What follows belongs to an exercise in optimizing a design on an open flow for small area, a short achievable clock period and few clock cycles; a production flow would make more cautious choices. Function was checked by simulation only, so behaviour that the tests miss may differ from the original. Power is estimated from default activity; no workload was simulated.

**config.mk**
```make
export PLATFORM = sky130hd
export DESIGN_NAME = k_clique_counter
export DESIGN_NICKNAME = k_clique_counter
export VERILOG_FILES = /design/flow/design.v
export SDC_FILE = /design/flow/constraint.sdc
export NUM_CORES = 4
export LEC_CHECK = 0
export CAP_MARGIN = 20
export CORE_MARGIN = 2
export CORE_UTILIZATION = 40
export SETUP_SLACK_MARGIN = 4
export SLEW_MARGIN = 20
```
**constraint.sdc**
```tcl
create_clock -name core_clock -period 8.0 [get_ports {clk}]
set_input_delay 1.6000 -clock core_clock [delete_from_list [all_inputs] [get_ports {clk}]]
set_output_delay 1.6000 -clock core_clock [all_outputs]
set_load 0.01 [all_outputs]
```
**design.v**
```verilog
package kcc_pkg;
	localparam int MAX_VERTICES_DEF = 64;
	localparam int MAX_CLIQUE_DEF   = 16;
	localparam logic [1:0] MODE_CLEAR = 2'd0;
	localparam logic [1:0] MODE_EDGE  = 2'd1;
	localparam logic [1:0] MODE_COUNT = 2'd2;
endpackage
module k_clique_counter (
	input  logic        clk,
	input  logic        arst_n,
	input  logic        in_valid,
	output logic        in_stall,
	input  logic [13:0] in_word,
	output logic        out_valid,
	input  logic        out_stall,
	output logic [32:0] out_word,
	input  logic        cfg_we,
	input  logic [1:0]  cfg_index,
	input  logic [6:0]  cfg_data
);
	localparam logic [1:0] PH_IDLE   = 2'd0;
	localparam logic [1:0] PH_SEARCH = 2'd1;
	localparam logic [1:0] PH_FIN1   = 2'd2;
	localparam logic [1:0] PH_FIN2   = 2'd3;
	function automatic logic [4:0] therm5_64(input logic [63:0] x);
		logic [319:0] t;
		logic [4:0]   a, b, c;
		for (int i = 0; i < 64; i++) t[5*i +: 5] = {4'b0000, x[i]};
		for (int w = 32; w >= 1; w = w / 2) begin
			for (int i = 0; i < w; i++) begin
				a = t[10*i +: 5];
				b = t[10*i+5 +: 5];
				c[0] = a[0] | b[0];
				c[1] = a[1] | b[1] | (a[0] & b[0]);
				c[2] = a[2] | b[2] | (a[1] & b[0]) | (a[0] & b[1]);
				c[3] = a[3] | b[3] | (a[2] & b[0]) | (a[1] & b[1]) | (a[0] & b[2]);
				c[4] = a[4] | b[4] | (a[3] & b[0]) | (a[2] & b[1]) | (a[1] & b[2]) | (a[0] & b[3]);
				t[5*i +: 5] = c;
			end
		end
		therm5_64 = t[4:0];
	endfunction
	function automatic logic [2:0] therm3_64(input logic [63:0] x);
		logic [191:0] t;
		logic [2:0]   a, b, c;
		for (int i = 0; i < 64; i++) t[3*i +: 3] = {2'b00, x[i]};
		for (int w = 32; w >= 1; w = w / 2) begin
			for (int i = 0; i < w; i++) begin
				a = t[6*i +: 3];
				b = t[6*i+3 +: 3];
				c[0] = a[0] | b[0];
				c[1] = a[1] | b[1] | (a[0] & b[0]);
				c[2] = a[2] | b[2] | (a[1] & b[0]) | (a[0] & b[1]);
				t[3*i +: 3] = c;
			end
		end
		therm3_64 = t[2:0];
	endfunction
	function automatic logic [47:0] pop4x16(input logic [63:0] x);
		for (int i = 0; i < 16; i++)
			pop4x16[3*i +: 3] = {2'b00, x[4*i]} + {2'b00, x[4*i+1]} + {2'b00, x[4*i+2]} + {2'b00, x[4*i+3]};
	endfunction
	function automatic logic [63:0] lowest64(input logic [63:0] x);
		logic [63:0] p;
		p = x;
		for (int s = 1; s < 64; s = s * 2) p = p | (p << s);
		lowest64 = x & ~(p << 1);
	endfunction
	logic [6:0] vc_q;
	logic [4:0] k_q;
	logic [5:0] off_q;
	logic [6:0] stride_q;
	always_ff @(posedge clk or negedge arst_n) begin
		if (!arst_n) begin
			vc_q     <= 7'd64;
			k_q      <= 5'd3;
			off_q    <= 6'd0;
			stride_q <= 7'd1;
		end else if (cfg_we) begin
			case (cfg_index)
				2'd0: vc_q     <= cfg_data[6:0];
				2'd1: k_q      <= cfg_data[4:0];
				2'd2: off_q    <= cfg_data[5:0];
				2'd3: stride_q <= cfg_data[6:0];
				default: ;
			endcase
		end
	end
	logic [6:0] nv;
	assign nv = (vc_q > 7'd64) ? 7'd64 : vc_q;
	logic [63:0] vmask;
	always_comb begin
		for (int j = 0; j < 64; j++) vmask[j] = (7'(j) < nv);
	end
	logic        in_stall_q;
	logic [13:0] word_q;
	logic        wv_q;
	logic        clr_pend_q;
	logic        accept;
	assign accept   = in_valid & ~in_stall_q;
	assign in_stall = in_stall_q;
	always_ff @(posedge clk) word_q <= in_word;
	always_ff @(posedge clk or negedge arst_n) begin
		if (!arst_n) begin
			wv_q       <= 1'b0;
			clr_pend_q <= 1'b1;
		end else begin
			wv_q       <= accept;
			clr_pend_q <= 1'b0;
		end
	end
	logic [1:0] w_mode;
	logic [5:0] w_a, w_b, w_lo, w_hi;
	logic       w_edge, w_clr, w_count;
	assign w_mode  = word_q[13:12];
	assign w_a     = word_q[11:6];
	assign w_b     = word_q[5:0];
	assign w_lo    = (w_a < w_b) ? w_a : w_b;
	assign w_hi    = (w_a < w_b) ? w_b : w_a;
	assign w_edge  = wv_q & (w_mode == 2'd1) & ({1'b0, w_a} < nv) & ({1'b0, w_b} < nv);
	assign w_clr   = clr_pend_q | (wv_q & (w_mode == 2'd0));
	assign w_count = wv_q & (w_mode == 2'd2);
	logic [63:0] wrow, wcol;
	always_comb begin
		for (int i = 0; i < 64; i++) begin
			wrow[i] = w_edge & (w_lo == 6'(i));
			wcol[i] = (w_hi == 6'(i));
		end
	end
	logic [63:0] adj [64];
	for (genvar r = 0; r < 64; r++) begin : g_row
		for (genvar c = 0; c < 64; c++) begin : g_col
			if (c > r) begin : g_bit
				logic q;
				always_ff @(posedge clk) q <= (q & ~w_clr) | (wrow[r] & wcol[c]);
				assign adj[r][c] = q;
			end else begin : g_zero
				assign adj[r][c] = 1'b0;
			end
		end
	end
	logic [1:0]  phase_q;
	logic [1:0]  fin_q;
	logic [63:0] cur_f, cur_b;
	logic [3:0]  t_f, t_b;
	logic [15:0] alive_f, alive_b;
	logic [3:0]  lvl_f [64];
	logic [3:0]  lvl_b [64];
	logic        act_f, act_b;
	logic [63:0] nxt_q;
	logic [5:0]  nsv_q;
	logic        nsv_ok_q;
	logic [47:0] g_q;
	logic [19:0] h_q;
	logic [6:0]  pc_q;
	logic [31:0] count_q;
	logic        out_valid_q;
	logic [32:0] out_q;
	logic searching;
	assign searching = (phase_q == PH_SEARCH);
	logic [63:0] oh_f, rem_f, rd, opnd;
	always_comb begin
		oh_f  = lowest64(cur_f);
		rem_f = cur_f & ~oh_f;
		for (int c = 0; c < 64; c++) begin
			rd[c] = 1'b0;
			for (int r = 0; r < c; r++) rd[c] = rd[c] | (oh_f[r] & adj[r][c]);
		end
		opnd = (t_f == 4'd0) ? vmask : rem_f;
	end
	always_ff @(posedge clk) nxt_q <= opnd & rd;
	logic [63:0] oh_b, rem_b;
	logic [4:0]  need;        
	logic [4:0]  th_cur;
	logic [2:0]  th_nxt;
	logic        viable, tae, push_ok, leafpar, k_one, push, op, stay;
	assign oh_b   = lowest64(cur_b);
	assign rem_b  = cur_b & ~oh_b;
	assign need   = k_q - {1'b0, t_b};
	assign th_cur = th_q;
	assign th_nxt = therm3_64(nxt_q);
	assign k_one  = (k_q == 5'd1);
	always_comb begin
		case (need)
			5'd0, 5'd1: viable = 1'b1;
			5'd2:       viable = th_cur[1];
			5'd3:       viable = th_cur[2];
			default:    viable = th_cur[3];
		endcase
		case (need)
			5'd0:       tae = 1'b1;
			5'd1:       tae = th_cur[1];
			5'd2:       tae = th_cur[2];
			5'd3:       tae = th_cur[3];
			default:    tae = th_cur[4];
		endcase
		case (need)
			5'd0, 5'd1, 5'd2: push_ok = th_nxt[0];
			5'd3:             push_ok = th_nxt[1];
			default:          push_ok = th_nxt[2];
		endcase
		if (t_b == 4'd0) begin
			viable = 1'b1;
			tae    = 1'b0;
		end
	end
	assign leafpar = k_one | (need == 5'd2);
	assign op      = searching & act_b & viable;
	assign push    = op & ~leafpar & push_ok;
	assign stay    = op & ~push & tae;
	logic [3:0]  ptgt_f, ptgt_q;
	logic        any_alive_q, popl, grab;
	logic [63:0] recon_f, recon_q;
	logic [4:0]  th_q;
	always_comb begin
		ptgt_f = 4'd0;
		for (int i = 1; i < 16; i++) if (alive_f[i]) ptgt_f = 4'(i);
		for (int j = 0; j < 64; j++) recon_f[j] = (lvl_f[j] >= ptgt_f);
	end
	always_ff @(posedge clk) begin
		ptgt_q      <= ptgt_f;
		any_alive_q <= |alive_f;
		recon_q     <= recon_f;
		th_q        <= therm5_64(cur_f);
	end
	logic [3:0]  ptgt;
	logic        any_alive;
	logic [63:0] recon;
	assign ptgt      = ptgt_q;
	assign any_alive = any_alive_q;
	assign recon     = recon_q;
	assign popl = act_b & ~push & ~stay & any_alive;
	assign grab = ~push & ~stay & ~popl;     
	logic [7:0]  nsv_sum;
	logic [63:0] nsv_oh;
	logic        k_ok;
	assign nsv_sum = {2'b0, nsv_q} + {1'b0, stride_q};
	assign k_ok    = (k_q != 5'd0) && (k_q <= 5'd16);
	always_comb begin
		for (int j = 0; j < 64; j++) nsv_oh[j] = (nsv_q == 6'(j));
	end
	logic sat, done;
	assign sat  = (count_q == 32'hFFFF_FFFF);
	assign done = searching & ((~act_f & ~act_b & ~nsv_ok_q) | sat);
	always_ff @(posedge clk or negedge arst_n) begin
		if (!arst_n) begin
			phase_q <= PH_IDLE;
			fin_q   <= 2'd0;
		end else begin
			case (phase_q)
				PH_IDLE:   if (w_count) phase_q <= k_ok ? PH_SEARCH : PH_FIN1;
				PH_SEARCH: if (done) phase_q <= PH_FIN1;
				PH_FIN1:   if (fin_q == 2'd2) phase_q <= PH_FIN2;
				PH_FIN2:   if (!out_valid_q) phase_q <= PH_IDLE;
				default:   phase_q <= PH_IDLE;
			endcase
			fin_q <= (phase_q == PH_FIN1) ? fin_q + 2'd1 : 2'd0;
		end
	end
	always_ff @(posedge clk) begin
		cur_b   <= cur_f;
		t_b     <= t_f;
		alive_b <= alive_f;
		act_b   <= act_f;
		for (int j = 0; j < 64; j++) lvl_b[j] <= lvl_f[j];
		if (phase_q == PH_IDLE) begin
			act_f    <= 1'b0;
			act_b    <= 1'b0;
			nsv_q    <= off_q;
			nsv_ok_q <= ({1'b0, off_q} < nv);
		end else if (push) begin
			cur_f   <= nxt_q;
			t_f     <= t_b + 4'd1;
			alive_f <= alive_b;
			if (t_b != 4'd0) alive_f[t_b] <= tae;
			act_f   <= 1'b1;
		end else if (stay) begin
			cur_f   <= rem_b;
			t_f     <= t_b;
			alive_f <= alive_b;
			act_f   <= 1'b1;
		end else if (popl) begin
			cur_f   <= recon;
			t_f     <= ptgt;
			for (int i = 0; i < 16; i++) alive_f[i] <= alive_b[i] & (4'(i) < ptgt);
			act_f   <= 1'b1;
		end else begin
			cur_f   <= nsv_oh;
			t_f     <= 4'd0;
			alive_f <= '0;
			act_f   <= searching & nsv_ok_q;
			if (searching & nsv_ok_q) begin
				nsv_q    <= nsv_sum[5:0];
				nsv_ok_q <= (stride_q != 7'd0) && ({1'b0, nsv_sum} < {1'b0, nv});
			end
		end
		for (int j = 0; j < 64; j++) begin
			if (op & (t_b == 4'd0)) lvl_f[j] <= 4'd0;
			else if (op & oh_b[j]) lvl_f[j] <= t_b - 4'd1;
			else if (push & rem_b[j]) lvl_f[j] <= t_b;
			else lvl_f[j] <= lvl_b[j];
		end
	end
	logic [32:0] sum;
	logic [31:0] sum_sat;
	assign sum     = {1'b0, count_q} + {26'b0, pc_q};
	assign sum_sat = sum[32] ? 32'hFFFF_FFFF : sum[31:0];
	always_ff @(posedge clk) begin
		g_q <= (op & leafpar) ? pop4x16(k_one ? oh_b : nxt_q) : '0;
		for (int i = 0; i < 4; i++)
			h_q[5*i +: 5] <= {2'b0, g_q[12*i +: 3]} + {2'b0, g_q[12*i+3 +: 3]}
				+ {2'b0, g_q[12*i+6 +: 3]} + {2'b0, g_q[12*i+9 +: 3]};
		if (phase_q == PH_IDLE) begin
			pc_q    <= '0;
			count_q <= '0;
		end else begin
			pc_q    <= {2'b0, h_q[4:0]} + {2'b0, h_q[9:5]} + {2'b0, h_q[14:10]} + {2'b0, h_q[19:15]};
			count_q <= sum_sat;
		end
	end
	logic out_load;
	assign out_load = (phase_q == PH_FIN2) & ~out_valid_q;
	always_ff @(posedge clk or negedge arst_n) begin
		if (!arst_n) begin
			out_valid_q <= 1'b0;
			in_stall_q  <= 1'b0;
		end else begin
			out_valid_q <= out_load | (out_valid_q & out_stall);
			if (in_stall_q) in_stall_q <= ~out_load;
			else in_stall_q <= in_valid & (in_word[13:12] == 2'd2);
		end
	end
	always_ff @(posedge clk) begin
		if (out_load) out_q <= {sum_sat, (sum_sat == 32'hFFFF_FFFF)};
	end
	assign out_valid = out_valid_q;
	assign out_word  = out_q;
endmodule
```
**run.sh**
```bash
#!/bin/bash
# synth_recipe.tcl (not shown) runs the flow's synth.tcl, then flattens the netlist and writes it again
# the make line also repeats each setting of config.mk as NAME=value (left out here)
make -C /OpenROAD-flow-scripts/flow DESIGN_CONFIG=/design/flow/config.mk WORK_HOME=/design/flow/orfs CLKGATE_MAP_FILE= SYNTH_SCRIPT=/design/flow/synth_recipe.tcl finish
```
==> results of run 1 <==
-- through the flow --
stage                     total power, mW  std cells
final                               44.45      16496
after global routing                45.60      16488
after CTS                           43.42      16357
after detailed placement            27.07      15509
after global placement              26.91      15498
after floorplan                     22.64      12220
-- path summary, 6_finish.rpt --
kind,startpoint,to
max in group asynchronous,arst_n,vc_q[3]
setup reg to reg,cur_f[5],nxt_q[47]
setup / recovery,cur_f[5],nxt_q[47]
hold reg to reg,lvl_f[21][0],lvl_b[21][0]
min in group asynchronous,arst_n,out_valid_q
hold / removal,lvl_f[21][0],lvl_b[21][0]
-- what timing repair did --
item	4_1_cts	5_1_grt
setup endpoints to repair	2474	1713
hold buffers	0	0
setup buffers	213	107
gates cloned	47	21
pin swaps	122	125
gates resized for setup	503	269
hold endpoints to repair	0	0
-- cells by family (layout without fill, tap and decap cells) --
family / count (synthesis) / count (layout) / share of synthesized area [%]
AO/OA/AOI/OAI: 4657 / 4657 / 28.93
adder cells (fa/ha/maj): 451 / 451 / 4.827
multiplexers: 156 / 156 / 1.314
AND/OR/NAND/NOR: 2520 / 2551 / 10.10
flip-flops: 3028 / 3028 / 50.30
buffers and inverters: 1379 / 1513 / 4.331
other: 1 / 12 / 0.003041
XOR/XNOR: 28 / 28 / 0.1988
-- placed cells by master (no fill, tap or decap), types with 123 or more instances in the layout --
master | synthesis | layout
sky130_fd_sc_hd__nand2b_1 | 169 | 164
sky130_fd_sc_hd__a22o_1 | 2046 | 2046
sky130_fd_sc_hd__nor2_4 | 0 | 123
sky130_fd_sc_hd__clkbuf_16 | 0 | 350
sky130_fd_sc_hd__dfxtp_1 | 2871 | 2825
sky130_fd_sc_hd__o21ai_0 | 582 | 570
sky130_fd_sc_hd__nor2_1 | 530 | 402
sky130_fd_sc_hd__nand3_1 | 276 | 253
sky130_fd_sc_hd__a22oi_1 | 431 | 429
sky130_fd_sc_hd__ha_1 | 363 | 358
sky130_fd_sc_hd__a222oi_1 | 132 | 132
sky130_fd_sc_hd__a21oi_1 | 481 | 474
sky130_fd_sc_hd__a221oi_1 | 259 | 219
sky130_fd_sc_hd__nand4_1 | 145 | 145
sky130_fd_sc_hd__a31oi_1 | 139 | 135
sky130_fd_sc_hd__nand2_1 | 697 | 662
sky130_fd_sc_hd__buf_4 | 0 | 464
sky130_fd_sc_hd__edfxtp_1 | 124 | 124
sky130_fd_sc_hd__inv_1 | 191 | 180
-- cells in the mapped netlist, types with 145 or more instances --
cell | instances | area, sq um
sky130_fd_sc_hd__ha_1 | 363 | 4542
sky130_fd_sc_hd__nand4_1 | 145 | 907.1
sky130_fd_sc_hd__clkbuf_1 | 983 | 3690
sky130_fd_sc_hd__inv_1 | 191 | 716.9
sky130_fd_sc_hd__nand3_1 | 276 | 1381
sky130_fd_sc_hd__a21oi_1 | 481 | 2407
sky130_fd_sc_hd__dfxtp_1 | 2871 | 57480
sky130_fd_sc_hd__nor2_1 | 530 | 1989
sky130_fd_sc_hd__nand2b_1 | 169 | 1057
sky130_fd_sc_hd__a22o_1 | 2046 | 17920
sky130_fd_sc_hd__nand2_1 | 697 | 2616
sky130_fd_sc_hd__a221oi_1 | 259 | 2268
sky130_fd_sc_hd__a22oi_1 | 431 | 3236
sky130_fd_sc_hd__o21ai_0 | 582 | 2913
-- power breakdown --
| part | switching [mW] | total, mW | internal (mW) | leakage (nW) |
|---|---|---|---|---|
| combinational | 8.09 | 11.5 | 3.37 | 26.6 |
| clock | 6.63 | 15.6 | 8.95 | 5.40 |
| sequential | 1.23 | 17.4 | 16.2 | 24.8 |
| total | 15.9 | 44.5 | 28.5 | 56.8 |
-- layout make-up --
cell class | count | area, sq um | area share [%]
flip-flops and latches | 3028 | 62110 | 42.45
multi-input cells | 7844 | 59400 | 40.59
clock buffers | 462 | 9447 | 6.455
repair buffers | 733 | 7943 | 5.428
well taps | 4100 | 5130 | 3.506
clock inverters | 126 | 1530 | 1.046
inverters | 192 | 744.5 | 0.5087
diodes | 11 | 27.53 | 0.01881
-- sequential cells by signal, summed over array words and instances (netlist names), 14 cells and up --
| signal | cells |
|---|---|
| out_q | 33 |
| alive_b | 16 |
| alive_f | 16 |
| lvl_f | 256 |
| count_q | 32 |
| recon_q | 64 |
| g_q | 48 |
| nxt_q | 63 |
| cur_b | 64 |
| g_row.g_col.g_bit.q | 2016 |
| word_q | 14 |
| lvl_b | 256 |
| cur_f | 64 |
| h_q | 20 |
-- critical path, stage by stage (launching register included) --
cell and delay (ns):
sky130_fd_sc_hd__edfxtp_1 0.47, sky130_fd_sc_hd__buf_4 0.22, sky130_fd_sc_hd__nor4_4 0.42, sky130_fd_sc_hd__nand4_1 0.20, sky130_fd_sc_hd__buf_6 0.21, sky130_fd_sc_hd__nor4b_4 0.71, sky130_fd_sc_hd__buf_4 0.23, sky130_fd_sc_hd__buf_6 0.14
sky130_fd_sc_hd__buf_8 0.18, sky130_fd_sc_hd__a221oi_2 0.10, sky130_fd_sc_hd__nand4_1 0.41, sky130_fd_sc_hd__a221oi_2 0.12, sky130_fd_sc_hd__nand4_1 0.21, sky130_fd_sc_hd__o31a_1 0.38
-- metal layers --
metal	global-route usage, %	routed length (microns)	up-vias
met5	0	276	-
met4	15.68	31010	14
met3	7.480	63960	1441
met2	45.02	216200	7385
met1	43.66	213600	54556
li1	-	-	46555
==> results.rst, run 1 <==
.. list-table::
   :header-rows: 1

   * - Metric
     - Value
   * - Initial antenna violation count
     - 22
   * - Final TNS setup
     - 0 ns
   * - HPWL Detailed
     - approximately 320 mm
   * - Routed wirelength normalized by instance count
     - between 30 and 40 microns
   * - Vias/cell
     - ~6.7
   * - Slew at the pin with the worst max-slew slack
     - ~1.3 ns
   * - Maximum operating frequency
     - ~0.24 GHz
   * - Leakage component of the power
     - around 57 nW
   * - Worst hold stages
     - 0
   * - Cell count of the worst reg-to-reg path
     - 13
   * - Clock slew at reported path FFs
     - ~0.070 ns
   * - Proportion of register bits with asynchronous set or reset after synthesis
     - 1.090%
   * - Final Hold Violating Endpoints
     - 0
   * - Cell area after placement
     - 128100 sq um
   * - Gp weighted congestion
     - 0.9812
   * - Post-synthesis register bit count
     - 3028
   * - Buffer type at the clock tree root
     - sky130_fd_sc_hd__clkbuf_16
   * - Worst Setup Path Type
     - reg2reg
   * - Hold Path Class
     - reg2reg
   * - Wire length of the first global-routing pass
     - between 700 and 800 mm
   * - Layout net count
     - ~13000
   * - Flop-to-flop setup slack
     - about 3.8 ns
   * - Unrepaired setup endpoints after global routing
     - yes
   * - Placement row count
     - ~200
   * - Final design utilization
     - 47.77%
   * - Pre-CTS setup slack
     - 2.347 ns
   * - Post-synthesis area per instance
     - 10.09 sq um
   * - Total Wirelength
     - about 530 mm
   * - # fillers
     - around 28000
   * - Maximum Capacitance Violations
     - 0
   * - DRT Pass-1 Iters
     - 9
   * - Core box area
     - 306300 sq um
   * - Required time of the worst setup path
     - between 8 and 9 ns
   * - Endpoint class of the critical path
     - flop
   * - Largest net degree at the start of global routing
     - ~230
   * - Area added between synthesis and finish
     - 18.65%
   * - Outcome
     - complete, no violations
   * - Number of H-tree branching levels
     - 5
   * - Setup slack of the critical path after layout
     - about 3.8 ns
   * - Number of endpoints failing setup at the final stage
     - 0
   * - CTS Buf Count
     - 324
   * - Horiz. Die Dim
     - 559.3 microns
   * - GR Overflow Total
     - 0
   * - Worst-skew pair later-pin latency
     - approximately 1 ns
   * - Crit share post-route
     - ~52%
   * - Number of global-route vias before repair
     - between 100k and 150k
   * - Ratio of cells with drive above 1 in the final layout
     - around 15%
   * - Global-route usage over all layers
     - 31.36%
   * - Die Area
     - around 310000 sq um
   * - Unique masters post-synth
     - approximately 100
   * - Final instance area
     - 146300 sq um
   * - Data arrival, critical path
     - around 5.0 ns
   * - Top fanout value on the critical path
     - 10
   * - Synth Cell Area
     - between 100000 and 150000 sq um
   * - Total via count in the routed design
     - between 100k and 150k
   * - Top FF cell, synth
     - sky130_fd_sc_hd__dfxtp_1
   * - Max transition margin
     - 15.08%
   * - CP Launch Type
     - flop
   * - Number of warnings issued by yosys
     - 4
   * - PortBufs
     - 62
   * - Max-slew violation count
     - 0
   * - Min Tclk post-route
     - between 4 and 5 ns
   * - Seq/Total Area, Yosys
     - about half
   * - Hold Slack
     - between 0.3 and 0.4 ns
   * - Count of flip-flops with a built-in enable after synthesis
     - between 100 and 150
   * - Skew final
     - between 0.07 and 0.08 ns
   * - CTS Buffer Depth
     - 4
   * - Height of the die
     - 559.3 microns
   * - Number of nets with antenna violations after detailed routing
     - 0
   * - Number of top-level pins
     - 63
   * - TritonCTS clock tree
     - done
   * - Num Clock Sinks
     - 3028
   * - Cells after synthesis
     - between 10000 and 15000
   * - Post-detailed-route DRC marker count
     - 0
   * - IR Drop Worst-Case VDD
     - between 300 and 400 uV
   * - Post-synthesis net count
     - 12664
   * - Number of DRC markers in iteration 0
     - 17058
   * - Initial Utilization
     - 40.26%
   * - Power per unit of standard cell area
     - a little over 300 nW/um^2
Testbench counts, summed over its fixed seeds: cycles 93,942.
==> inputs of run 2 (changes only) <==
--- a/design.v
+++ b/design.v
@@ -42,10 +42,10 @@
 	endfunction
-	function automatic logic [2:0] therm3_64(input logic [63:0] x);
-		logic [191:0] t;
-		logic [2:0]   a, b, c;
-		for (int i = 0; i < 64; i++) t[3*i +: 3] = {2'b00, x[i]};
+	function automatic logic [3:0] therm4_64(input logic [63:0] x);
+		logic [255:0] t;
+		logic [3:0]   a, b, c;
+		for (int i = 0; i < 64; i++) t[4*i +: 4] = {3'b000, x[i]};
 		for (int w = 32; w >= 1; w = w / 2) begin
 			for (int i = 0; i < w; i++) begin
-				a = t[6*i +: 3];
-				b = t[6*i+3 +: 3];
+				a = t[8*i +: 4];
+				b = t[8*i+4 +: 4];
 				c[0] = a[0] | b[0];
@@ -53,6 +53,7 @@
 				c[2] = a[2] | b[2] | (a[1] & b[0]) | (a[0] & b[1]);
-				t[3*i +: 3] = c;
+				c[3] = a[3] | b[3] | (a[2] & b[0]) | (a[1] & b[1]) | (a[0] & b[2]);
+				t[4*i +: 4] = c;
 			end
 		end
-		therm3_64 = t[2:0];
+		therm4_64 = t[3:0];
 	endfunction
@@ -62,2 +63,19 @@
 	endfunction
+	function automatic logic [3:0] msb16(input logic [15:0] x);
+		logic [7:0] a1;
+		logic [3:0] a2;
+		logic [1:0] a3;
+		for (int i = 0; i < 8; i++) a1[i] = x[2*i] | x[2*i+1];
+		for (int i = 0; i < 4; i++) a2[i] = a1[2*i] | a1[2*i+1];
+		for (int i = 0; i < 2; i++) a3[i] = a2[2*i] | a2[2*i+1];
+		msb16[3] = a3[1];
+		msb16[2] = a3[1] ? a2[3] : a2[1];
+		case (msb16[3:2])
+			2'd0: msb16[1] = a1[1];
+			2'd1: msb16[1] = a1[3];
+			2'd2: msb16[1] = a1[5];
+			default: msb16[1] = a1[7];
+		endcase
+		msb16[0] = x[{msb16[3:1], 1'b1}];
+	endfunction
 	function automatic logic [63:0] lowest64(input logic [63:0] x);
@@ -97,3 +115,4 @@
 	logic        wv_q;
-	logic        clr_pend_q;
+	logic        e_clr_q, e_ok_q;
+	logic [5:0]  e_lo_q, e_hi_q;
 	logic        accept;
@@ -105,6 +124,8 @@
 			wv_q       <= 1'b0;
-			clr_pend_q <= 1'b1;
+			e_clr_q    <= 1'b1;
+			e_ok_q     <= 1'b0;
 		end else begin
 			wv_q       <= accept;
-			clr_pend_q <= 1'b0;
+			e_clr_q    <= w_clr;
+			e_ok_q     <= w_edge;
 		end
@@ -120,3 +141,7 @@
 	assign w_edge  = wv_q & (w_mode == 2'd1) & ({1'b0, w_a} < nv) & ({1'b0, w_b} < nv);
-	assign w_clr   = clr_pend_q | (wv_q & (w_mode == 2'd0));
+	assign w_clr   = wv_q & (w_mode == 2'd0);
+	always_ff @(posedge clk) begin
+		e_lo_q <= w_lo;
+		e_hi_q <= w_hi;
+	end
 	assign w_count = wv_q & (w_mode == 2'd2);
@@ -125,4 +150,4 @@
 		for (int i = 0; i < 64; i++) begin
-			wrow[i] = w_edge & (w_lo == 6'(i));
-			wcol[i] = (w_hi == 6'(i));
+			wrow[i] = e_ok_q & (e_lo_q == 6'(i));
+			wcol[i] = (e_hi_q == 6'(i));
 		end
@@ -134,3 +159,3 @@
 				logic q;
-				always_ff @(posedge clk) q <= (q & ~w_clr) | (wrow[r] & wcol[c]);
+				always_ff @(posedge clk) q <= (q & ~e_clr_q) | (wrow[r] & wcol[c]);
 				assign adj[r][c] = q;
@@ -170,63 +195,65 @@
 	end
-	always_ff @(posedge clk) nxt_q <= opnd & rd;
-	logic [63:0] oh_b, rem_b;
-	logic [4:0]  need;        
-	logic [4:0]  th_cur;
-	logic [2:0]  th_nxt;
-	logic        viable, tae, push_ok, leafpar, k_one, push, op, stay;
-	assign oh_b   = lowest64(cur_b);
-	assign rem_b  = cur_b & ~oh_b;
-	assign need   = k_q - {1'b0, t_b};
-	assign th_cur = th_q;
-	assign th_nxt = therm3_64(nxt_q);
+	always_ff @(posedge clk) nxt_q <= (k_q == 5'd1) ? oh_f : (opnd & rd);
+	logic [4:0]  need_f;        
+	logic [4:0]  th_f;
+	logic        viable_f, tae_f, leafpar_f, k_one;
+	logic [3:0]  psel_f;        
+	assign need_f = k_q - {1'b0, t_f};
+	assign th_f   = therm5_64(cur_f);
 	assign k_one  = (k_q == 5'd1);
 	always_comb begin
-		case (need)
-			5'd0, 5'd1: viable = 1'b1;
-			5'd2:       viable = th_cur[1];
-			5'd3:       viable = th_cur[2];
-			default:    viable = th_cur[3];
+		case (need_f)
+			5'd0, 5'd1: viable_f = 1'b1;
+			5'd2:       viable_f = th_f[1];
+			5'd3:       viable_f = th_f[2];
+			default:    viable_f = th_f[3];
 		endcase
-		case (need)
-			5'd0:       tae = 1'b1;
-			5'd1:       tae = th_cur[1];
-			5'd2:       tae = th_cur[2];
-			5'd3:       tae = th_cur[3];
-			default:    tae = th_cur[4];
+		case (need_f)
+			5'd0:       tae_f = 1'b1;
+			5'd1:       tae_f = th_f[1];
+			5'd2:       tae_f = th_f[2];
+			5'd3:       tae_f = th_f[3];
+			default:    tae_f = th_f[4];
 		endcase
-		case (need)
-			5'd0, 5'd1, 5'd2: push_ok = th_nxt[0];
-			5'd3:             push_ok = th_nxt[1];
-			default:          push_ok = th_nxt[2];
+		case (need_f)
+			5'd0, 5'd1, 5'd2: psel_f = 4'b0001;
+			5'd3:             psel_f = 4'b0010;
+			5'd4:             psel_f = 4'b0100;
+			default:          psel_f = 4'b1000;
 		endcase
-		if (t_b == 4'd0) begin
-			viable = 1'b1;
-			tae    = 1'b0;
+		if (t_f == 4'd0) begin
+			viable_f = 1'b1;
+			tae_f    = 1'b0;
 		end
+		leafpar_f = k_one | (need_f == 5'd2);
 	end
-	assign leafpar = k_one | (need == 5'd2);
-	assign op      = searching & act_b & viable;
-	assign push    = op & ~leafpar & push_ok;
-	assign stay    = op & ~push & tae;
-	logic [3:0]  ptgt_f, ptgt_q;
-	logic        any_alive_q, popl, grab;
-	logic [63:0] recon_f, recon_q;
-	logic [4:0]  th_q;
+	logic [3:0]  ptgt_f;
+	logic [63:0] recon_f;
 	always_comb begin
-		ptgt_f = 4'd0;
-		for (int i = 1; i < 16; i++) if (alive_f[i]) ptgt_f = 4'(i);
+		ptgt_f = msb16(alive_f);
 		for (int j = 0; j < 64; j++) recon_f[j] = (lvl_f[j] >= ptgt_f);
 	end
+	logic [3:0]  ptgt, psel;
+	logic        any_alive, viable, tae, leafpar, t0;
+	logic [63:0] recon;
 	always_ff @(posedge clk) begin
-		ptgt_q      <= ptgt_f;
-		any_alive_q <= |alive_f;
-		recon_q     <= recon_f;
-		th_q        <= therm5_64(cur_f);
+		ptgt      <= ptgt_f;
+		any_alive <= |alive_f;
+		recon     <= recon_f;
+		viable    <= viable_f;
+		tae       <= tae_f;
+		leafpar   <= leafpar_f;
+		psel      <= psel_f;
+		t0        <= (t_f == 4'd0);
 	end
-	logic [3:0]  ptgt;
-	logic        any_alive;
-	logic [63:0] recon;
-	assign ptgt      = ptgt_q;
-	assign any_alive = any_alive_q;
-	assign recon     = recon_q;
+	logic [63:0] oh_b, rem_b;
+	logic [3:0]  th_nxt;
+	logic        push_ok, push, op, stay, popl, grab;
+	assign oh_b    = lowest64(cur_b);
+	assign rem_b   = cur_b & ~oh_b;
+	assign th_nxt  = therm4_64(nxt_q);
+	assign push_ok = |(th_nxt & psel);
+	assign op      = searching & act_b & viable;
+	assign push    = op & ~leafpar & push_ok;
+	assign stay    = op & ~push & tae;
 	assign popl = act_b & ~push & ~stay & any_alive;
@@ -274,3 +301,3 @@
 			alive_f <= alive_b;
-			if (t_b != 4'd0) alive_f[t_b] <= tae;
+			if (!t0) alive_f[t_b] <= tae;
 			act_f   <= 1'b1;
@@ -297,3 +324,3 @@
 		for (int j = 0; j < 64; j++) begin
-			if (op & (t_b == 4'd0)) lvl_f[j] <= 4'd0;
+			if (op & t0) lvl_f[j] <= 4'd0;
 			else if (op & oh_b[j]) lvl_f[j] <= t_b - 4'd1;
@@ -308,3 +335,3 @@
 	always_ff @(posedge clk) begin
-		g_q <= (op & leafpar) ? pop4x16(k_one ? oh_b : nxt_q) : '0;
+		g_q <= (op & leafpar) ? pop4x16(nxt_q) : '0;
 		for (int i = 0; i < 4; i++)
--- a/config.mk
+++ b/config.mk
@@ -10,3 +10,3 @@
 export CORE_UTILIZATION = 40
-export SETUP_SLACK_MARGIN = 4
+export SETUP_SLACK_MARGIN = 4.5
 export SLEW_MARGIN = 20
==> results.rst, run 2 <==
.. list-table::
   :header-rows: 1

   * - Metric
     - Value
   * - GR Overflow Total
     - 0
   * - Largest net degree at the start of global routing
     - 231
   * - Initial antenna violation count
     - 30
   * - Number of global-route vias before repair
     - roughly 100k
   * - PortBufs
     - 62
   * - Capture point of the worst path
     - t_f[2]
   * - Worst Setup Path Type
     - reg2reg
   * - Worst path slowest cell
     - sky130_fd_sc_hd__dfxtp_4
   * - Slew at the pin with the worst max-slew slack
     - 1.375 ns
   * - Global-route usage over all layers
     - between 30% and 40%
   * - Required time of the worst setup path
     - between 8 and 9 ns
   * - Clock slew at reported path FFs
     - 0.06 ns
   * - Gp weighted congestion
     - 1.007
   * - Most frequent standard cell in the layout excluding fill and tap cells
     - sky130_fd_sc_hd__dfxtp_1
   * - Maximum Capacitance Violations
     - 0
   * - Number of warnings issued by yosys
     - 4
   * - Area share of the largest cell type after synthesis
     - a little under half
   * - Proportion of register bits with asynchronous set or reset after synthesis
     - under 10%
   * - Cells after synthesis
     - between 10000 and 15000
   * - Vias/cell
     - 6.147
   * - Count leader, synth
     - sky130_fd_sc_hd__dfxtp_1
   * - Total Wirelength
     - ~530 mm
   * - Final Hold Violating Endpoints
     - 0
   * - Endpoint of the lowest-slack register-to-register path
     - t_f[2]
   * - Most instantiated cells after synthesis
     - sky130_fd_sc_hd__dfxtp_1 (2888), sky130_fd_sc_hd__inv_1 (2280), sky130_fd_sc_hd__o22ai_1 (2052), sky130_fd_sc_hd__clkbuf_1 (945), sky130_fd_sc_hd__nand2_1 (677)
   * - Number of DRC markers in iteration 0
     - 16461
   * - CTS Buffer Depth
     - 4
   * - Crit share post-route
     - 50.08%
   * - Non-filler instance count after layout
     - about 19000
   * - Min Tclk post-route
     - 4.006 ns
   * - CP Launch Type
     - flop
   * - Flop-to-flop setup slack
     - roughly 4.0 ns
   * - Placement row count
     - a little over 200
   * - Layout net count
     - 14725
   * - Routed wirelength normalized by instance count
     - between 20 and 30 microns
   * - Commonest cells after routing, fill and taps aside
     - sky130_fd_sc_hd__dfxtp_1 (2863), sky130_fd_sc_hd__inv_1 (2247), sky130_fd_sc_hd__o22ai_1 (2041)
   * - Post-detailed-route DRC marker count
     - 0
   * - DRT Pass-1 Iters
     - 9
   * - Skew final
     - between 0.08 and 0.09 ns
   * - Horiz. Die Dim
     - around 570 microns
   * - Top fanout value on the critical path
     - 6
   * - Post-synthesis register bit count
     - 3046
   * - Endpoint class of the critical path
     - flop
   * - Cell family contributing the most delay on the critical path
     - simple AND/OR/NAND/NOR gates
   * - Final TNS setup
     - 0 ns
   * - Critical path launch point
     - nxt_q[48]
   * - Unrepaired setup endpoints after global routing
     - yes
   * - Number of H-tree branching levels
     - 5
   * - # fillers
     - around 29000
   * - Leakage component of the power
     - between 50 and 60 nW
   * - Dominant cell type by count on the critical path
     - sky130_fd_sc_hd__buf_12
   * - Instance count after placement with tap cells included
     - around 17000
   * - Count of flip-flops with a built-in enable after synthesis
     - about 120
   * - Total area of multi-input combinational cells
     - about 58000 sq um
   * - Worst stage delay on the critical path
     - 0.38 ns
   * - Flip-flop count of the largest register after layout
     - about 2000
   * - Number of buffer and inverter stages on the critical path
     - 4
   * - Post-synthesis net count
     - between 10000 and 15000
   * - Number of endpoints failing setup at the final stage
     - 0
   * - Die Area
     - between 300000 and 400000 sq um
   * - Core box area
     - between 300000 and 400000 sq um
   * - Buffer type at the clock tree root
     - sky130_fd_sc_hd__clkbuf_16
   * - Register name with the most flops
     - g_row.g_col.g_bit.q
   * - Worst r2r src
     - nxt_q[48]
   * - Ratio of cells with drive above 1 in the final layout
     - ~18%
   * - Area added between synthesis and finish
     - 24.20%
   * - Crit. path cell count
     - 15
   * - Initial Utilization
     - between 40% and 50%
   * - Registers with the most flip-flops
     - g_row.g_col.g_bit.q: 2016 flops, lvl_b: 256 flops, lvl_f: 256 flops
   * - Maximum operating frequency
     - approximately 0.25 GHz
   * - Cell count of the worst reg-to-reg path
     - 15
   * - Number of hold buffers added after CTS
     - 0
   * - IR Drop Worst-Case VDD
     - approximately 360 uV
   * - Cell taking the most area after synthesis
     - sky130_fd_sc_hd__dfxtp_1
   * - Total via count in the routed design
     - ~110k
   * - Power per unit of standard cell area
     - 353.7 nW/um^2
   * - Unique masters post-synth
     - ~110
   * - Top FF cell, synth
     - sky130_fd_sc_hd__dfxtp_1
   * - Footprint of the flip-flops and latches
     - ~62000 sq um
   * - Max-slew violation count
     - 0
   * - Hold Path Class
     - reg2reg
   * - HPWL Detailed
     - about 290 mm
   * - Critical path cell sequence
     - inv_4 > ha_4 > nor3b_4 > nand4_1 > or2_1 > o31ai_2 > or3b_1 > o21a_1 > a31oi_4 > a21o_4 > buf_12 > buf_12 > buf_16 > nor2_4 > a222oi_1
   * - Biggest area contributors in the synthesized netlist
     - sky130_fd_sc_hd__dfxtp_1 (46%), sky130_fd_sc_hd__o22ai_1 (10%), sky130_fd_sc_hd__inv_1 (6.8%), sky130_fd_sc_hd__ha_1 (3.9%), sky130_fd_sc_hd__edfxtp_1 (3.0%)
   * - Wire length of the first global-routing pass
     - between 700 and 800 mm
   * - Data arrival, critical path
     - 4.66 ns
   * - Synth Cell Area
     - 126000 sq um
   * - Outcome
     - complete, no violations
   * - Number of top-level pins
     - 63
   * - Num Clock Sinks
     - 3046
   * - Max transition margin
     - 7.388%
   * - Seq/Total Area, Yosys
     - between 40% and 50%
   * - Post-synthesis area per instance
     - 8.945 sq um
   * - TritonCTS clock tree
     - done
   * - Worst-skew pair later-pin latency
     - around 0.9 ns
   * - Number of nets with antenna violations after detailed routing
     - 0
   * - Height of the die
     - about 570 microns
   * - CTS Buf Count
     - approximately 320
   * - Total chip power
     - between 50 and 60 mW
-- run 2: where the power goes --
group / switching, mW / leakage [nW] / internal (mW) / total [mW]
clock network: 6.43 / 5.20 / 8.78 / 15.2
logic: 11.9 / 27.9 / 8.12 / 20.0
registers: 2.36 / 25.1 / 17.8 / 20.1
total: 20.6 / 58.2 / 34.7 / 55.3
-- run 2: worst min path at each step --
stage	start	end	slack, ns	depth (start not counted)
after detailed placement	lvl_f[63][0]	lvl_b[63][0]	0.34	0
final	lvl_f[36][2]	lvl_b[36][2]	0.33	0
after floorplan	lvl_f[0][0]	lvl_b[0][0]	0.33	0
after CTS	lvl_f[36][2]	lvl_b[36][2]	0.33	0
after global routing	lvl_f[36][2]	lvl_b[36][2]	0.34	0
after global placement	lvl_f[9][0]	lvl_b[9][0]	0.33	0
-- run 2: repair_timing --
| action | CTS | global route |
|---|---|---|
| gates cloned | 54 | 43 |
| buffers inserted | 337 | 241 |
| endpoints found under the setup margin | 467 | 461 |
| endpoints found under the hold margin | 0 | 0 |
| pin swaps | 296 | 588 |
| resized for setup | 911 | 993 |
-- run 2: layer usage --
layer | up-vias | track usage, % | share of wire [%]
met5 | - | 0 | 0.044
met4 | 20 | 16.74 | 7.0
met3 | 1770 | 5.766 | 11
met2 | 6786 | 46.05 | 42
met1 | 55361 | 41.12 | 39
li1 | 50768 | - | -
-- run 2: kinds of logic after synthesis --
kind of cell    after synthesis  share of synthesized area, %
compound gates             4548                         23.96
xor+xnor                     33                        0.2295
fa+ha+maj                   465                         4.901
buf+inv                    3405                         10.27
flops                      3046                         49.54
mux                         146                         1.197
simple gates               2439                         9.905
-- run 2: metrics by stage --
step	utilization, %	hold WS, ns	worst slack [ns]	cell area (sq um)
6_report	49.79	0.3304	3.994	156400
2_1_floorplan	-	0.3308	3.826	126200
4_1_cts	47.29	0.3295	4.166	148600
5_1_grt	49.78	0.3427	3.915	156400
3_5_place_dp	41.46	0.3360	2.836	130300
3_3_place_gp	41.45	0.3334	2.847	130200
-- run 2: cell type report --
class                   instances  share of cell area (%)
diodes                         12                 0.01919
clock buffers                 446                   5.873
clock inverters               111                  0.8606
inverters                    2283                   5.491
multi-input cells            7642                   37.30
flip-flops and latches       3046                   39.92
well taps                    4160                   3.327
repair buffers                961                   7.215
-- run 2: worst register-to-register path: stages, from the launching register on --
cell and delay [ns]:
sky130_fd_sc_hd__dfxtp_4 0.38, sky130_fd_sc_hd__inv_4 0.08, sky130_fd_sc_hd__ha_4 0.14, sky130_fd_sc_hd__nor3b_4 0.25, sky130_fd_sc_hd__nand4_1 0.31, sky130_fd_sc_hd__or2_1 0.35, sky130_fd_sc_hd__o31ai_2 0.28, sky130_fd_sc_hd__or3b_1 0.37
sky130_fd_sc_hd__o21a_1 0.21, sky130_fd_sc_hd__a31oi_4 0.26, sky130_fd_sc_hd__a21o_4 0.24, sky130_fd_sc_hd__buf_12 0.12, sky130_fd_sc_hd__buf_12 0.15, sky130_fd_sc_hd__buf_16 0.18, sky130_fd_sc_hd__nor2_4 0.11, sky130_fd_sc_hd__a222oi_1 0.34
Testbench counts of run 2, summed over its fixed seeds: cycles 92,106.
==> inputs of run 3 (changes only) <==
--- a/design.v
+++ b/design.v
@@ -292,8 +292,3 @@
 		for (int j = 0; j < 64; j++) lvl_b[j] <= lvl_f[j];
-		if (phase_q == PH_IDLE) begin
-			act_f    <= 1'b0;
-			act_b    <= 1'b0;
-			nsv_q    <= off_q;
-			nsv_ok_q <= ({1'b0, off_q} < nv);
-		end else if (push) begin
+		if (push) begin
 			cur_f   <= nxt_q;
@@ -323,2 +318,8 @@
 		end
+		if (phase_q == PH_IDLE) begin
+			act_f    <= 1'b0;
+			act_b    <= 1'b0;
+			nsv_q    <= off_q;
+			nsv_ok_q <= ({1'b0, off_q} < nv);
+		end
 		for (int j = 0; j < 64; j++) begin
--- a/config.mk
+++ b/config.mk
@@ -10,3 +10,3 @@
 export CORE_UTILIZATION = 40
-export SETUP_SLACK_MARGIN = 4.5
+export SETUP_SLACK_MARGIN = 4
 export SLEW_MARGIN = 20
==> results.rst, run 3 <==
.. list-table::
   :header-rows: 1

   * - Metric
     - Value
   * - Outcome
     - complete, no violations
   * - Post-synthesis area per instance
     - approximately 9 sq um
   * - Top FF cell, synth
     - sky130_fd_sc_hd__dfxtp_1
   * - Worst hold stages
     - 0
   * - Required time of the worst setup path
     - between 8 and 9 ns
   * - Gp weighted congestion
     - 0.9778
   * - Leakage component of the power
     - between 50 and 60 nW
   * - Number of top-level pins
     - 63
   * - Total Wirelength
     - roughly 480 mm
   * - PortBufs
     - 62
   * - Buffer type at the clock tree root
     - sky130_fd_sc_hd__clkbuf_16
   * - Horiz. Die Dim
     - between 500 and 600 microns
   * - Cell area after placement
     - around 130000 sq um
   * - Global-route usage over all layers
     - between 20 and 30%
   * - Area share of the largest cell type after synthesis
     - between 40 and 50%
   * - Count of flip-flops with a built-in enable after synthesis
     - 40
   * - Number of hold buffers added after CTS
     - 0
   * - Multiplexer share of the synthesized area
     - approximately 1.4%
   * - Die Area
     - between 300000 and 400000 sq um
   * - Number of global-route vias before repair
     - 100006
   * - Register name with the most flops
     - g_row.g_col.g_bit.q
   * - CTS Buffer Depth
     - 4
   * - Clock slew at reported path FFs
     - about 0.060 ns
   * - CTS Buf Count
     - around 320
   * - IR Drop Worst-Case VDD
     - slightly above 200 uV
   * - Worst-skew pair later-pin latency
     - 0.94 ns
   * - Proportion of register bits with asynchronous set or reset after synthesis
     - under 10%
   * - Dominant combinational cell family by area after synthesis
     - compound AO/OA/AOI/OAI gates
   * - Top fanout value on the critical path
     - 19
   * - GR Overflow Total
     - 0
   * - TritonCTS clock tree
     - done
   * - Layout net count
     - 14290
   * - Biggest area contributors in the synthesized netlist
     - sky130_fd_sc_hd__dfxtp_1 (48%), sky130_fd_sc_hd__o22ai_1 (10%), sky130_fd_sc_hd__inv_1 (7.0%), sky130_fd_sc_hd__ha_1 (3.9%), sky130_fd_sc_hd__clkbuf_1 (3.1%)
   * - Most frequent standard cell in the layout excluding fill and tap cells
     - sky130_fd_sc_hd__dfxtp_1
   * - Max transition margin
     - 10.63%
   * - Cell taking the most area after synthesis
     - sky130_fd_sc_hd__dfxtp_1
   * - Adder-cell share of the synthesized area
     - under 10%
   * - CP Launch Type
     - flop
   * - Flip-flop count of the largest register after layout
     - about 2000
   * - Number of endpoints failing setup at the final stage
     - 0
   * - Crit. path cell count
     - 13
   * - Unrepaired setup endpoints after global routing
     - yes
   * - Maximum operating frequency
     - 0.2471 GHz
   * - Power per unit of standard cell area
     - just under 300 nW/um^2
   * - Seq/Total Area, Yosys
     - 49.15%
   * - Simple-gate area share of the yosys netlist
     - just under 10%
   * - Worst Setup Path Type
     - reg2reg
   * - Crit share post-route
     - about half
   * - Data arrival, critical path
     - 4.78 ns
   * - Final instance area
     - between 100000 and 150000 sq um
   * - Total chip power
     - 41.83 mW
   * - Area share of xor/xnor cells in the synthesized design
     - less than 1%
   * - Worst path slowest cell
     - sky130_fd_sc_hd__o41ai_1
   * - Area added between synthesis and finish
     - 15.34%
   * - Number of buffer and inverter stages on the critical path
     - 4
   * - Num Clock Sinks
     - just over 3000
   * - Synthesized-area fraction occupied by ao, oa, aoi and oai cells
     - 24.07%
   * - Slew at the pin with the worst max-slew slack
     - between 1 and 1.5 ns
   * - Vias/cell
     - 5.959
   * - Number of nets with antenna violations after detailed routing
     - 0
   * - HPWL Detailed
     - about 290 mm
   * - Synth Cell Area
     - between 100000 and 150000 sq um
   * - Worst stage delay on the critical path
     - just under 0.5 ns
   * - Cells after synthesis
     - between 10000 and 15000
   * - Placement row count
     - 205
   * - Cell family contributing the most delay on the critical path
     - simple AND/OR/NAND/NOR gates
   * - # fillers
     - roughly 30000
   * - Cell count of the worst reg-to-reg path
     - 13
   * - Most instantiated cells after synthesis
     - sky130_fd_sc_hd__dfxtp_1 (2972), sky130_fd_sc_hd__inv_1 (2329), sky130_fd_sc_hd__o22ai_1 (2071), sky130_fd_sc_hd__clkbuf_1 (1027), sky130_fd_sc_hd__nand2_1 (657)
   * - Post-synthesis net count
     - 14586
   * - Critical path cell sequence
     - nor4_2 > buf_4 > nand4_1 > buf_12 > nor4_1 > buf_4 > and2_2 > buf_6 > a222oi_1 > nand2_1 > a221oi_1 > and4_1 > o41ai_1
   * - Final TNS setup
     - 0 ns
   * - Registers with the most flip-flops
     - g_row.g_col.g_bit.q: 2016 flops, lvl_b: 256 flops, lvl_f: 256 flops
   * - Initial Utilization
     - around two fifths
   * - Ratio of cells with drive above 1 in the final layout
     - between 10% and 20%
   * - DRT Pass-1 Iters
     - 10
   * - Commonest cells after routing, fill and taps aside
     - sky130_fd_sc_hd__dfxtp_1 (2937), sky130_fd_sc_hd__inv_1 (2307), sky130_fd_sc_hd__o22ai_1 (2070)
   * - Post-detailed-route DRC marker count
     - 0
   * - Height of the die
     - between 500 and 600 microns
   * - Number of DRC markers in iteration 0
     - 13940
   * - Post-synthesis register bit count
     - 3046
   * - Maximum Capacitance Violations
     - 0
   * - Final Hold Violating Endpoints
     - 0
   * - Number of warnings issued by yosys
     - 4
   * - Unique masters post-synth
     - 100
   * - Min Tclk post-route
     - just over 4 ns
   * - Dominant cell type by count on the critical path
     - sky130_fd_sc_hd__buf_4
   * - Count leader, synth
     - sky130_fd_sc_hd__dfxtp_1
   * - Initial antenna violation count
     - 12
   * - Max-slew violation count
     - 0
   * - Number of H-tree branching levels
     - 5
   * - Largest net degree at the start of global routing
     - 210
   * - Instance count after placement with tap cells included
     - between 15000 and 20000
   * - Endpoint class of the critical path
     - flop
   * - Non-filler instance count after layout
     - roughly 18000
   * - Skew final
     - 0.07328 ns
   * - Wire length of the first global-routing pass
     - slightly below 700 mm
   * - Routed wirelength normalized by instance count
     - between 20 and 30 microns
   * - Hold Path Class
     - reg2reg
   * - Total via count in the routed design
     - ~110k
   * - Core box area
     - around 310000 sq um
[run 3: cell count changes after synthesis, moves of 42 or more]
cell                       delta
sky130_fd_sc_hd__inv_1       +49
sky130_fd_sc_hd__edfxtp_1    -84
sky130_fd_sc_hd__a21oi_1     +62
sky130_fd_sc_hd__nand4_1     +48
sky130_fd_sc_hd__a221oi_1    -46
sky130_fd_sc_hd__o21ai_0     -92
sky130_fd_sc_hd__clkbuf_1    +82
sky130_fd_sc_hd__nand3_1     -42
sky130_fd_sc_hd__a211oi_1    -59
sky130_fd_sc_hd__buf_2       -48
sky130_fd_sc_hd__dfxtp_1     +84
[run 3: final cells by class]
type                            count  area (sq um)  area share (%)
Clock buffer                      484          9668           6.693
Multi-Input combinational cell   7600         53300           36.90
Timing Repair Buffer              514          4898           3.391
Sequential cell                  3046         61660           42.69
Inverter                         2330          8752           6.059
Tap cell                         4140          5180           3.586
Antenna cell                        8         20.02         0.01386
Clock inverter                     83         972.2          0.6730
[run 3: metrics by stage]
| step | worst slack [ns] | utilization (%) | hold WS (ns) |
|---|---|---|---|
| after detailed placement | 2.252 | 41.64 | 0.3362 |
| after CTS | 3.924 | 45.77 | 0.3287 |
| final | 3.953 | 46.35 | 0.3303 |
| after global placement | 1.938 | 41.63 | 0.3322 |
| after global routing | 3.862 | 46.35 | 0.3333 |
| after floorplan | 1.102 | - | 0.3258 |
[run 3: final timing paths]
path | slack [ns] | startpoint | endpoint
max | 3.95 | cur_f[0] | nxt_q[58]
min | 0.33 | lvl_f[27][0] | lvl_b[27][0]
max reg2reg | 3.95 | cur_f[0] | nxt_q[58]
min reg2reg | 0.33 | lvl_f[27][0] | lvl_b[27][0]
max in group asynchronous | 6.72 | arst_n | vc_q[0]
min in group asynchronous | 0.78 | arst_n | out_valid_q
[run 3: per-layer routing]
layer	wire, microns	track usage [%]	share of wire [%]	up-vias
met5	42	0	0.0087	-
met4	27430	14.27	5.7	6
met3	43910	4.739	9.1	1253
met2	207900	44.10	43	5194
met1	201000	39.39	42	52189
li1	-	-	-	49836
[run 3: power by group]
part	total, mW	leakage, nW	internal, mW	switching (mW)
logic	8.67	23.0	3.02	5.65
clock network	15.2	5.24	8.77	6.39
registers	18.0	24.8	16.8	1.19
[run 3: timing repair]
| action | in CTS | in global routing |
|---|---|---|
| endpoints found under the setup margin | 439 | 379 |
| gates cloned | 9 | 7 |
| resized for setup | 319 | 258 |
| pin swaps | 57 | 86 |
| buffers inserted | 91 | 63 |
[run 3: cells by family after synthesis]
group | Yosys count
buffers and inverters | 3467
and+or+nand+nor | 2406
DFF | 3046
muxes | 173
adders and majority gates | 462
AOI/OAI and AO/OA | 4529
xor gates and xnor gates | 27
Testbench counts of run 3, summed over its fixed seeds: cycles 92,106.
==> inputs of run 4 (changes only) <==
--- a/design.v
+++ b/design.v
@@ -59,2 +59,24 @@
 	endfunction
+	function automatic logic [2:0] therm3_64(input logic [63:0] x);
+		logic [191:0] t;
+		logic [2:0]   a, b, c;
+		for (int i = 0; i < 64; i++) t[3*i +: 3] = {2'b00, x[i]};
+		for (int w = 32; w >= 1; w = w / 2) begin
+			for (int i = 0; i < w; i++) begin
+				a = t[6*i +: 3];
+				b = t[6*i+3 +: 3];
+				c[0] = a[0] | b[0];
+				c[1] = a[1] | b[1] | (a[0] & b[0]);
+				c[2] = a[2] | b[2] | (a[1] & b[0]) | (a[0] & b[1]);
+				t[3*i +: 3] = c;
+			end
+		end
+		therm3_64 = t[2:0];
+	endfunction
+	function automatic logic [7:0] lowest8(input logic [7:0] x);
+		logic [7:0] p;
+		p = x;
+		for (int s = 1; s < 8; s = s * 2) p = p | (p << s);
+		lowest8 = x & ~(p << 1);
+	endfunction
 	function automatic logic [47:0] pop4x16(input logic [63:0] x);
@@ -147,7 +169,7 @@
 	assign w_count = wv_q & (w_mode == 2'd2);
-	logic [63:0] wrow, wcol;
+	logic [63:0] wrow_n, wcol_n;
 	always_comb begin
 		for (int i = 0; i < 64; i++) begin
-			wrow[i] = e_ok_q & (e_lo_q == 6'(i));
-			wcol[i] = (e_hi_q == 6'(i));
+			wrow_n[i] = ~(e_ok_q & (e_lo_q == 6'(i)));
+			wcol_n[i] = ~(e_hi_q == 6'(i));
 		end
@@ -158,5 +180,5 @@
 			if (c > r) begin : g_bit
-				logic q;
-				always_ff @(posedge clk) q <= (q & ~e_clr_q) | (wrow[r] & wcol[c]);
-				assign adj[r][c] = q;
+				logic qn;
+				always_ff @(posedge clk) qn <= (qn | e_clr_q) & (wrow_n[r] | wcol_n[c]);
+				assign adj[r][c] = ~qn;
 			end else begin : g_zero
@@ -171,2 +193,4 @@
 	logic [15:0] alive_f, alive_b;
+	logic [3:0]  ptgt_f, ptgt_b;    
+	logic        anyal_f, anyal_b;  
 	logic [3:0]  lvl_f [64];
@@ -185,9 +209,23 @@
 	assign searching = (phase_q == PH_SEARCH);
-	logic [63:0] oh_f, rem_f, rd, opnd;
+	logic [63:0]  oh_f, rem_f, rd, opnd, loh;
+	logic [7:0]   gany, gfirst;
+	logic [511:0] grd;
 	always_comb begin
-		oh_f  = lowest64(cur_f);
+		for (int g = 0; g < 8; g++) begin
+			loh[8*g +: 8] = lowest8(cur_f[8*g +: 8]);
+			gany[g]       = |cur_f[8*g +: 8];
+		end
+		gfirst = lowest8(gany);
+		for (int r = 0; r < 64; r++) oh_f[r] = loh[r] & gfirst[r/8];
 		rem_f = cur_f & ~oh_f;
+		for (int g = 0; g < 8; g++) begin
+			for (int c = 0; c < 64; c++) begin
+				grd[64*g + c] = 1'b0;
+				for (int r = 8*g; r < 8*g + 8; r++)
+					if (r < c) grd[64*g + c] = grd[64*g + c] | (loh[r] & adj[r][c]);
+			end
+		end
 		for (int c = 0; c < 64; c++) begin
 			rd[c] = 1'b0;
-			for (int r = 0; r < c; r++) rd[c] = rd[c] | (oh_f[r] & adj[r][c]);
+			for (int g = 0; g < 8; g++) rd[c] = rd[c] | (gfirst[g] & grd[64*g + c]);
 		end
@@ -199,3 +237,3 @@
 	logic        viable_f, tae_f, leafpar_f, k_one;
-	logic [3:0]  psel_f;        
+	logic [2:0]  psel_f;        
 	assign need_f = k_q - {1'b0, t_f};
@@ -218,6 +256,5 @@
 		case (need_f)
-			5'd0, 5'd1, 5'd2: psel_f = 4'b0001;
-			5'd3:             psel_f = 4'b0010;
-			5'd4:             psel_f = 4'b0100;
-			default:          psel_f = 4'b1000;
+			5'd0, 5'd1, 5'd2: psel_f = 3'b001;
+			5'd3:             psel_f = 3'b010;
+			default:          psel_f = 3'b100;
 		endcase
@@ -229,14 +266,13 @@
 	end
-	logic [3:0]  ptgt_f;
 	logic [63:0] recon_f;
 	always_comb begin
-		ptgt_f = msb16(alive_f);
 		for (int j = 0; j < 64; j++) recon_f[j] = (lvl_f[j] >= ptgt_f);
 	end
-	logic [3:0]  ptgt, psel;
+	logic [3:0]  ptgt;
+	logic [2:0]  psel;
 	logic        any_alive, viable, tae, leafpar, t0;
+	assign ptgt      = ptgt_b;
+	assign any_alive = anyal_b;
 	logic [63:0] recon;
 	always_ff @(posedge clk) begin
-		ptgt      <= ptgt_f;
-		any_alive <= |alive_f;
 		recon     <= recon_f;
@@ -249,3 +285,3 @@
 	logic [63:0] oh_b, rem_b;
-	logic [3:0]  th_nxt;
+	logic [2:0]  th_nxt;
 	logic        push_ok, push, op, stay, popl, grab;
@@ -253,3 +289,3 @@
 	assign rem_b   = cur_b & ~oh_b;
-	assign th_nxt  = therm4_64(nxt_q);
+	assign th_nxt  = therm3_64(nxt_q);
 	assign push_ok = |(th_nxt & psel);
@@ -286,2 +322,6 @@
 	end
+	logic [15:0] alive_below;
+	always_comb begin
+		for (int i = 0; i < 16; i++) alive_below[i] = alive_b[i] & (4'(i) < ptgt);
+	end
 	always_ff @(posedge clk) begin
@@ -290,2 +330,4 @@
 		alive_b <= alive_f;
+		ptgt_b  <= ptgt_f;
+		anyal_b <= anyal_f;
 		act_b   <= act_f;
@@ -297,2 +339,4 @@
 			if (!t0) alive_f[t_b] <= tae;
+			ptgt_f  <= (tae & ~t0) ? t_b : ptgt_b;
+			anyal_f <= anyal_b | (tae & ~t0);
 			act_f   <= 1'b1;
@@ -302,2 +346,4 @@
 			alive_f <= alive_b;
+			ptgt_f  <= ptgt_b;
+			anyal_f <= anyal_b;
 			act_f   <= 1'b1;
@@ -306,3 +352,5 @@
 			t_f     <= ptgt;
-			for (int i = 0; i < 16; i++) alive_f[i] <= alive_b[i] & (4'(i) < ptgt);
+			alive_f <= alive_below;
+			ptgt_f  <= msb16(alive_below);
+			anyal_f <= |alive_below;
 			act_f   <= 1'b1;
@@ -312,2 +360,4 @@
 			alive_f <= '0;
+			ptgt_f  <= 4'd0;
+			anyal_f <= 1'b0;
 			act_f   <= searching & nsv_ok_q;
--- a/config.mk
+++ b/config.mk
@@ -10,3 +10,5 @@
 export CORE_UTILIZATION = 40
-export SETUP_SLACK_MARGIN = 4
+export CTS_CLUSTER_DIAMETER = 70
+export CTS_CLUSTER_SIZE = 20
+export SETUP_SLACK_MARGIN = 4.2
 export SLEW_MARGIN = 20
==> results.rst, run 4 <==
.. list-table::
   :header-rows: 1

   * - Metric
     - Value
   * - Skew final
     - 0.1037 ns
   * - Hold Path Class
     - reg2reg
   * - Register name with the most flops
     - g_row.g_col.g_bit.qn
   * - Non-filler instance count after layout
     - 18103
   * - Critical path launch point
     - nxt_q[44]
   * - Min Tclk post-route
     - around 4.1 ns
   * - Global-route usage over all layers
     - 28.31%
   * - Final Hold Violating Endpoints
     - 0
   * - Hold Slack
     - approximately 0.33 ns
   * - Worst-skew pair later-pin latency
     - around 0.94 ns
   * - Routed wirelength normalized by instance count
     - about 26 microns
   * - Destination of the worst hold path
     - alive_b[13]
   * - Cell taking the most area after synthesis
     - sky130_fd_sc_hd__dfxtp_1
   * - Max-slew violation count
     - 0
   * - # fillers
     - between 30000 and 40000
   * - Number of top-level pins
     - 63
   * - Commonest cells after routing, fill and taps aside
     - sky130_fd_sc_hd__dfxtp_1 (2948), sky130_fd_sc_hd__nor2_1 (2360), sky130_fd_sc_hd__a21oi_1 (2164)
   * - Area share of the largest cell type after synthesis
     - 48.11%
   * - Buffer type at the clock tree root
     - sky130_fd_sc_hd__clkbuf_16
   * - Area added between synthesis and finish
     - 11.51%
   * - Count of flip-flops with a built-in enable after synthesis
     - 40
   * - Horiz. Die Dim
     - roughly 560 microns
   * - Power per unit of standard cell area
     - between 200 and 300 nW/um^2
   * - Biggest area contributors in the synthesized netlist
     - sky130_fd_sc_hd__dfxtp_1 (48%), sky130_fd_sc_hd__a21oi_1 (8.8%), sky130_fd_sc_hd__nor2_1 (7.5%), sky130_fd_sc_hd__ha_1 (4.0%), sky130_fd_sc_hd__o21ai_0 (3.6%)
   * - Maximum Capacitance Violations
     - 0
   * - Endpoint class of the critical path
     - flop
   * - Flop-to-flop setup slack
     - 3.88 ns
   * - Slew at the pin with the worst max-slew slack
     - roughly 1.3 ns
   * - Start point of the worst hold path
     - alive_f[13]
   * - Worst path slowest cell
     - sky130_fd_sc_hd__a2111oi_4
   * - Die Area
     - 313800 sq um
   * - Number of buffer and inverter stages on the critical path
     - 4
   * - Maximum operating frequency
     - between 0.2 and 0.25 GHz
   * - Unrepaired setup endpoints after global routing
     - yes
   * - Most frequent standard cell in the layout excluding fill and tap cells
     - sky130_fd_sc_hd__dfxtp_1
   * - Cells after synthesis
     - 14438
   * - Cell family contributing the most delay on the critical path
     - compound AO/OA/AOI/OAI gates
   * - Final TNS setup
     - 0 ns
   * - Flip-flop count of the largest register after layout
     - 2016
   * - Unique masters post-synth
     - 92
   * - Proportion of register bits with asynchronous set or reset after synthesis
     - around 1.1%
   * - Total via count in the routed design
     - 109042
   * - Seq/Total Area, Yosys
     - roughly 50%
   * - Total chip power
     - 38.43 mW
   * - Initial antenna violation count
     - 21
   * - Max transition margin
     - 10.31%
   * - Required time of the worst setup path
     - just under 9 ns
   * - Count leader, synth
     - sky130_fd_sc_hd__dfxtp_1
   * - CTS Buffer Depth
     - 4
   * - Vias/cell
     - roughly 6.0
   * - Post-detailed-route DRC marker count
     - 0
   * - Worst Setup Path Type
     - reg2reg
   * - Leakage component of the power
     - 50.46 nW
   * - Registers with the most flip-flops
     - g_row.g_col.g_bit.qn: 2016 flops, lvl_b: 256 flops, lvl_f: 256 flops
   * - Crit share post-route
     - between 50 and 60%
   * - Critical path cell sequence
     - inv_2 > ha_4 > or3b_4 > a211o_1 > a2111oi_4 > nand4b_1 > or3_4 > a221o_1 > nor4_4 > buf_6 > o21ai_4 > buf_8 > buf_16 > and4_4 > a31oi_1 > a21oi_1
   * - Endpoint of the lowest-slack register-to-register path
     - lvl_f[21][0]
   * - Final instance area
     - 138000 sq um
   * - Total Wirelength
     - between 400 and 500 mm
   * - Outcome
     - complete, no violations
   * - GR Overflow Total
     - 0
   * - Gp weighted congestion
     - slightly below 1
   * - Number of hold buffers added after CTS
     - 0
   * - Data arrival, critical path
     - 4.84 ns
   * - Switching Fraction
     - a little over a third
   * - CP Launch Type
     - flop
   * - Worst stage delay on the critical path
     - 0.41 ns
   * - CTS Buf Count
     - 192
   * - Worst hold stages
     - 0
   * - Clock slew at reported path FFs
     - approximately 0.080 ns
   * - Post-synthesis register bit count
     - between 3000 and 4000
## run 4: repair_timing
action,4_1_cts,5_1_grt
pin swaps,160,102
resized for setup,478,236
setup endpoints to repair,392,383
gates cloned,27,2
setup buffers,40,29
## run 4: layout make-up
class	instances	area, sq um	area share (%)
sequential	3048	61650	44.68
multi-input combinational	9965	60160	43.60
tap	4120	5155	3.736
clock buffer	217	5000	3.623
timing repair buffer	426	4486	3.251
inverter	281	1059	0.7671
clock inverter	37	459.2	0.3328
antenna	9	22.52	0.01632
## run 4: power groups by stage
| stage | Sequential [mW] | Combinational (mW) | Clock [mW] |
|---|---|---|---|
| finish | 18.0 | 10.4 | 10.1 |
| global placement | 18.2 | 8.91 | 0 |
| global route | 18.1 | 10.9 | 10.7 |
| floorplan | 17.7 | 5.47 | 0 |
| CTS | 17.9 | 9.66 | 10.2 |
| detailed placement | 18.3 | 8.95 | 0 |
## run 4: how the worst max path moves through the flow
| stage | end | slack, ns | cells past startpoint |
|---|---|---|---|
| after global placement | cur_f[21] | 2.96 | 13 |
| after floorplan | nsv_ok_q | 4.25 | 14 |
| after global routing | lvl_f[21][0] | 3.76 | 16 |
| after detailed placement | cur_f[21] | 3.03 | 13 |
| final | lvl_f[21][0] | 3.88 | 16 |
| after CTS | lvl_f[21][0] | 3.84 | 16 |
## run 4: routing by layer
layer / track usage [%] / wire length [microns] / vias to the layer above
li1: - / - / 49995
met1: 38.79 / 197700 / 53081
met2: 43.62 / 205400 / 4918
met3: 4.618 / 40980 / 1034
met4: 12.86 / 23970 / 14
met5: 0 / 80 / -
## run 4: logic make-up after synthesis
logic type                 after synthesis  share of synthesized area [%]
AOI/OAI and AO/OA                     4826                          23.28
and+or+nand+nor                       4441                          15.70
muxes                                  184                          1.528
xor gates and xnor gates                32                         0.2265
adders and majority gates              479                          5.102
DFF                                   3048                          49.77
buffers and inverters                 1428                          4.391
## run 4: worst register-to-register path, delay by kind of cell (launching register included)
| family | cells | cell delay [ns] |
|---|---|---|
| DFF | 1 | 0.34 |
| AOI/OAI and AO/OA | 6 | 1.52 |
| and+or+nand+nor | 5 | 1.38 |
| adders and majority gates | 1 | 0.13 |
| buffers and inverters | 4 | 0.63 |
Testbench counts of run 4, summed over its fixed seeds: cycles 93,942.

## static timing again, ports no longer ideal
Ports are ideal in the flow. The routed layouts listed here were re-timed in OpenROAD.
Step 1: set_driving_cell puts a clkbuf_16 on clk and a buf_2 on each other input, an assumption about the parent block.
Step 2, shift: input delay + t, output delay - t, t = (earliest + latest rising clock arrival at the registers) / 2. This alone moves slack from input paths to output paths.
Three values: no drivers, after step 1, after step 2; two values: the first two.
run	t, ns	setup slack, ns	worst setup path at the end	slew at the worst register clock pin (ns)	worst slew at a driven data input, ns
run 1	1.045	3.830 / 3.830 / 3.830	register to register	0.07 / 0.07	0.18
run 2	0.991	3.994 / 3.994 / 3.994	register to register	0.07 / 0.07	0.04
run 3	0.994	3.953 / 3.953 / 3.953	register to register	0.07 / 0.07	0.04
run 4	0.992	3.882 / 3.882 / 3.882	register to register	0.10 / 0.10	0.06
After both steps every run listed still meets setup and hold.
